Background: an optimization exercise with open tools, aiming at small area. Do not read the settings as production practice. The RTL was checked by simulation tests, not by an equivalence proof against the original design. No activity file was given, so power comes from the tool's default toggle rates.

==> inputs of branch indigo <==
==> flow/design.v <==
package rv32_pkg;
    localparam int XLEN      = 32;
    localparam int REG_COUNT = 32;
    localparam int IDX_W     = $clog2(REG_COUNT);
    typedef logic [IDX_W-1:0] reg_idx_t;
    typedef logic [XLEN-1:0]  xlen_t;
    localparam reg_idx_t REG_ZERO = '0;
endpackage
module reg_scoreboard #(
    parameter bit BYPASS_EN = 1'b1
) (
    input  logic                 clk,
    input  logic                 rst_n,
    input  logic                 issue_valid_i,
    input  logic                 issue_rd_en_i,
    input  logic [rv32_pkg::IDX_W-1:0]             issue_rd_index_i,
    input  logic                 issue_rs1_used_i,
    input  logic                 issue_rs2_used_i,
    input  logic [rv32_pkg::IDX_W-1:0]             rs1_index_i,
    input  logic [rv32_pkg::IDX_W-1:0]             rs2_index_i,
    input  logic                 wb_en_i,
    input  logic [rv32_pkg::IDX_W-1:0]             wb_index_i,
    output logic                 hazard_o,
    output logic [rv32_pkg::REG_COUNT-1:0] busy_o
);
    logic [rv32_pkg::REG_COUNT-1:0] busy_q;
    logic [rv32_pkg::REG_COUNT-1:0] busy_d;
    logic [rv32_pkg::REG_COUNT-1:0] set_vec;
    logic [rv32_pkg::REG_COUNT-1:0] clr_vec;
    logic                 rs1_pend;
    logic                 rs2_pend;
    always_comb begin
        rs1_pend = busy_q[rs1_index_i] & ~(BYPASS_EN & wb_en_i & (wb_index_i == rs1_index_i));
        rs2_pend = busy_q[rs2_index_i] & ~(BYPASS_EN & wb_en_i & (wb_index_i == rs2_index_i));
        hazard_o = issue_valid_i & ((issue_rs1_used_i & rs1_pend) | (issue_rs2_used_i & rs2_pend));
    end
    for (genvar gi = 0; gi < rv32_pkg::REG_COUNT; gi++) begin : g_busy
        if (gi == 0) begin : g_zero
            assign set_vec[gi] = 1'b0;
        end else begin : g_reg
            assign set_vec[gi] = issue_valid_i & issue_rd_en_i & ~hazard_o
                               & (issue_rd_index_i == rv32_pkg::IDX_W'(gi));
        end
        assign clr_vec[gi] = wb_en_i & (wb_index_i == rv32_pkg::IDX_W'(gi));
        assign busy_d[gi]  = set_vec[gi] ? 1'b1 : (clr_vec[gi] ? 1'b0 : busy_q[gi]);
    end
    always_ff @(posedge clk or negedge rst_n) begin
        if (!rst_n) begin
            busy_q <= '0;
        end else begin
            busy_q <= busy_d;
        end
    end
    assign busy_o = busy_q;
endmodule
module register_file_scoreboard #(
    parameter bit BYPASS_EN = 1'b1
) (
    input  logic                 clk,
    input  logic                 rst_n,
    input  logic [rv32_pkg::IDX_W-1:0]             rs1_read_index,
    output logic [rv32_pkg::XLEN-1:0]                rs1_read_data,
    input  logic [rv32_pkg::IDX_W-1:0]             rs2_read_index,
    output logic [rv32_pkg::XLEN-1:0]                rs2_read_data,
    input  logic                 rd_write_en,
    input  logic [rv32_pkg::IDX_W-1:0]             rd_write_index,
    input  logic [rv32_pkg::XLEN-1:0]                rd_write_data,
    input  logic                 issue_valid,
    input  logic                 issue_rd_en,
    input  logic [rv32_pkg::IDX_W-1:0]             issue_rd_index,
    input  logic                 issue_rs1_used,
    input  logic                 issue_rs2_used,
    output logic                 hazard,
    output logic [rv32_pkg::REG_COUNT-1:0] busy_vector
);
    logic [rv32_pkg::XLEN-1:0] regs_q [rv32_pkg::REG_COUNT];
    function automatic logic [rv32_pkg::XLEN-1:0] read_port(input logic [rv32_pkg::IDX_W-1:0] idx, input logic [rv32_pkg::XLEN-1:0] stored,
                                        input logic we, input logic [rv32_pkg::IDX_W-1:0] wi, input logic [rv32_pkg::XLEN-1:0] wd);
        logic [rv32_pkg::XLEN-1:0] value;
        if (idx == rv32_pkg::REG_ZERO) begin
            value = '0;
        end else if (BYPASS_EN && we && (wi == idx)) begin
            value = wd;
        end else begin
            value = stored;
        end
        read_port = value;
    endfunction
    always_ff @(posedge clk or negedge rst_n) begin
        if (!rst_n) begin
            for (int i = 0; i < rv32_pkg::REG_COUNT; i++) begin
                regs_q[i] <= '0;
            end
        end else if (rd_write_en && (rd_write_index != rv32_pkg::REG_ZERO)) begin
            regs_q[rd_write_index] <= rd_write_data;
        end
    end
    always_comb begin
        rs1_read_data = read_port(rs1_read_index, regs_q[rs1_read_index],
                                  rd_write_en, rd_write_index, rd_write_data);
        rs2_read_data = read_port(rs2_read_index, regs_q[rs2_read_index],
                                  rd_write_en, rd_write_index, rd_write_data);
    end
    reg_scoreboard #(.BYPASS_EN(BYPASS_EN)) u_scoreboard (
        .clk              (clk),
        .rst_n            (rst_n),
        .issue_valid_i    (issue_valid),
        .issue_rd_en_i    (issue_rd_en),
        .issue_rd_index_i (issue_rd_index),
        .issue_rs1_used_i (issue_rs1_used),
        .issue_rs2_used_i (issue_rs2_used),
        .rs1_index_i      (rs1_read_index),
        .rs2_index_i      (rs2_read_index),
        .wb_en_i          (rd_write_en),
        .wb_index_i       (rd_write_index),
        .hazard_o         (hazard),
        .busy_o           (busy_vector)
    );
endmodule
==> flow/run.sh <==
#!/bin/bash
# synth_recipe.tcl (not shown) runs the flow's synth.tcl, then flattens the netlist and writes it again
# the make line also repeats each setting of config.mk as NAME=value (left out here)
make -C /OpenROAD-flow-scripts/flow DESIGN_CONFIG=/design/flow/config.mk WORK_HOME=/design/flow/orfs CLKGATE_MAP_FILE= SYNTH_SCRIPT=/design/flow/synth_recipe.tcl finish
==> flow/config.mk <==
export PLATFORM = sky130hd
export DESIGN_NAME = register_file_scoreboard
export DESIGN_NICKNAME = register_file_scoreboard
export VERILOG_FILES = /design/flow/design.v
export SDC_FILE = /design/flow/constraint.sdc
export NUM_CORES = 4
export LEC_CHECK = 0
export CAP_MARGIN = 20
export CORE_MARGIN = 2
export CORE_UTILIZATION = 40
export PLACE_DENSITY = 0.6
export SETUP_SLACK_MARGIN = 0.2
export SLEW_MARGIN = 20
==> flow/constraint.sdc <==
create_clock -name core_clock -period 8.0 [get_ports {clk}]
set_input_delay 1.6000 -clock core_clock [delete_from_list [all_inputs] [get_ports {clk}]]
set_output_delay 1.6000 -clock core_clock [all_outputs]
set_load 0.01 [all_outputs]
==> branch harbor: changes against branch indigo <==
==> flow/design.v, changed modules only <==
module rf_read_bit (
    input  logic [31:0] sel,
    input  logic [31:0] d,
    output logic        y
);
    logic [10:0] g;
    always_comb begin
        for (int k = 0; k < 10; k++) begin
            g[k] = (sel[3*k] & d[3*k]) | (sel[3*k+1] & d[3*k+1]) | (sel[3*k+2] & d[3*k+2]);
        end
        g[10] = (sel[30] & d[30]) | (sel[31] & d[31]);
    end
    assign y = (g[0] | g[1] | g[2] | g[3]) | (g[4] | g[5] | g[6] | g[7]) | (g[8] | g[9] | g[10]);
endmodule
module register_file_scoreboard #(
    parameter bit BYPASS_EN = 1'b1
) (
    input  logic                 clk,
    input  logic                 rst_n,
    input  logic [rv32_pkg::IDX_W-1:0]             rs1_read_index,
    output logic [rv32_pkg::XLEN-1:0]                rs1_read_data,
    input  logic [rv32_pkg::IDX_W-1:0]             rs2_read_index,
    output logic [rv32_pkg::XLEN-1:0]                rs2_read_data,
    input  logic                 rd_write_en,
    input  logic [rv32_pkg::IDX_W-1:0]             rd_write_index,
    input  logic [rv32_pkg::XLEN-1:0]                rd_write_data,
    input  logic                 issue_valid,
    input  logic                 issue_rd_en,
    input  logic [rv32_pkg::IDX_W-1:0]             issue_rd_index,
    input  logic                 issue_rs1_used,
    input  logic                 issue_rs2_used,
    output logic                 hazard,
    output logic [rv32_pkg::REG_COUNT-1:0] busy_vector
);
    localparam int N = rv32_pkg::REG_COUNT;
    localparam int W = rv32_pkg::XLEN;
    logic [W-1:0] regs_q [1:N-1];
    logic [N-1:0] valid_q;
    logic [N-1:0] wr_dec;
    always_comb begin
        wr_dec = '0;
        for (int i = 1; i < N; i++) begin
            wr_dec[i] = rd_write_en && (rd_write_index == rv32_pkg::IDX_W'(i));
        end
    end
    always_ff @(posedge clk or negedge rst_n) begin
        if (!rst_n) begin
            valid_q <= '0;
        end else begin
            valid_q <= valid_q | wr_dec;
        end
    end
    for (genvar gi = 1; gi < N; gi++) begin : g_regs
        always_ff @(posedge clk) begin
            if (wr_dec[gi]) begin
                regs_q[gi] <= rd_write_data;
            end
        end
    end
    logic [N-1:0] sel1, sel2;
    logic         byp1, byp2;
    always_comb begin
        byp1 = BYPASS_EN && rd_write_en && (rd_write_index == rs1_read_index)
               && (rs1_read_index != rv32_pkg::REG_ZERO);
        byp2 = BYPASS_EN && rd_write_en && (rd_write_index == rs2_read_index)
               && (rs2_read_index != rv32_pkg::REG_ZERO);
        sel1 = '0;
        sel2 = '0;
        sel1[0] = byp1;
        sel2[0] = byp2;
        for (int i = 1; i < N; i++) begin
            sel1[i] = !byp1 && valid_q[i] && (rs1_read_index == rv32_pkg::IDX_W'(i));
            sel2[i] = !byp2 && valid_q[i] && (rs2_read_index == rv32_pkg::IDX_W'(i));
        end
    end
    for (genvar b = 0; b < W; b++) begin : g_rd
        logic [N-1:0] col;
        always_comb begin
            col[0] = rd_write_data[b];
            for (int i = 1; i < N; i++) begin
                col[i] = regs_q[i][b];
            end
        end
        rf_read_bit u_rd1 (.sel(sel1), .d(col), .y(rs1_read_data[b]));
        rf_read_bit u_rd2 (.sel(sel2), .d(col), .y(rs2_read_data[b]));
    end
    reg_scoreboard #(.BYPASS_EN(BYPASS_EN)) u_scoreboard (
        .clk              (clk),
        .rst_n            (rst_n),
        .issue_valid_i    (issue_valid),
        .issue_rd_en_i    (issue_rd_en),
        .issue_rd_index_i (issue_rd_index),
        .issue_rs1_used_i (issue_rs1_used),
        .issue_rs2_used_i (issue_rs2_used),
        .rs1_index_i      (rs1_read_index),
        .rs2_index_i      (rs2_read_index),
        .wb_en_i          (rd_write_en),
        .wb_index_i       (rd_write_index),
        .hazard_o         (hazard),
        .busy_o           (busy_vector)
    );
endmodule
--- a/flow/config.mk
+++ b/flow/config.mk
@@ -12,2 +12,3 @@
 export SETUP_SLACK_MARGIN = 0.2
 export SLEW_MARGIN = 20
+export SYNTH_HIERARCHICAL = 1
==> run summary <==
| metric | branch indigo | branch harbor |
|---|---|---|
| Status | complete, no violations | complete, no violations |
| Largest net degree at the start of global routing | 168 | 63 |
| Combined global-route utilization of all metal layers | 41.1% | 29.1% |
| Net Sw Frac | 30.7% | 23.0% |
| Cell at the slowest stage of the critical path | clkdlybuf4s50_1 | and4_2 |
| Clock Sinks | 1,023 | 1,054 |
| Endpoint arrival time on the critical path | 6.07 ns | 5.70 ns |
| Leakage power | 26.2 nW | 16.0 nW |
| Launch point of the worst hold path | regs_q[1][5] | valid_q[18] |
| Met1 Usage GRT | 52.2% | 37.9% |
| Final estimated routing congestion in global placement | 1.03 | 0.909 |
| Post-place setup slack | 0.531 ns | 0.820 ns |
| Number of flops mapped to enable cells by yosys | 0 | 992 |
| Most repeated cell in the gate-level netlist after synthesis | dfrtp_1 | edfxtp_1 |
| Global-route wire length before repair | 387 mm | 236 mm |

==> separate check: timing with driven ports <==
In the flow no input, the clock included, has a driving cell. The finished layouts below were timed again as built, in two steps.
Step 1, drivers: a clkbuf_16 drives clk and a buf_2 each remaining input, both assumed.
Step 2 times the ports against the registers' clock, not the clock port: input delays grow and output delays shrink by t, the midpoint of the rising clock arrivals with the driver on.
a / b / c = ideal / step 1 / step 2; a / b = the first two.
| run | t, ns | setup slack, ns | worst setup path after step 2 |
|---|---|---|---|
| branch indigo | 0.870 | 0.325 / 0.298 / 0.298 | input to output |
| branch harbor | 0.747 | 0.699 / 0.675 / 0.675 | input to output |
After both steps every run listed still meets setup and hold. The setup slack of branch indigo, which loses most, moves by -0.027 ns with the drivers and by -0.027 ns with both steps.
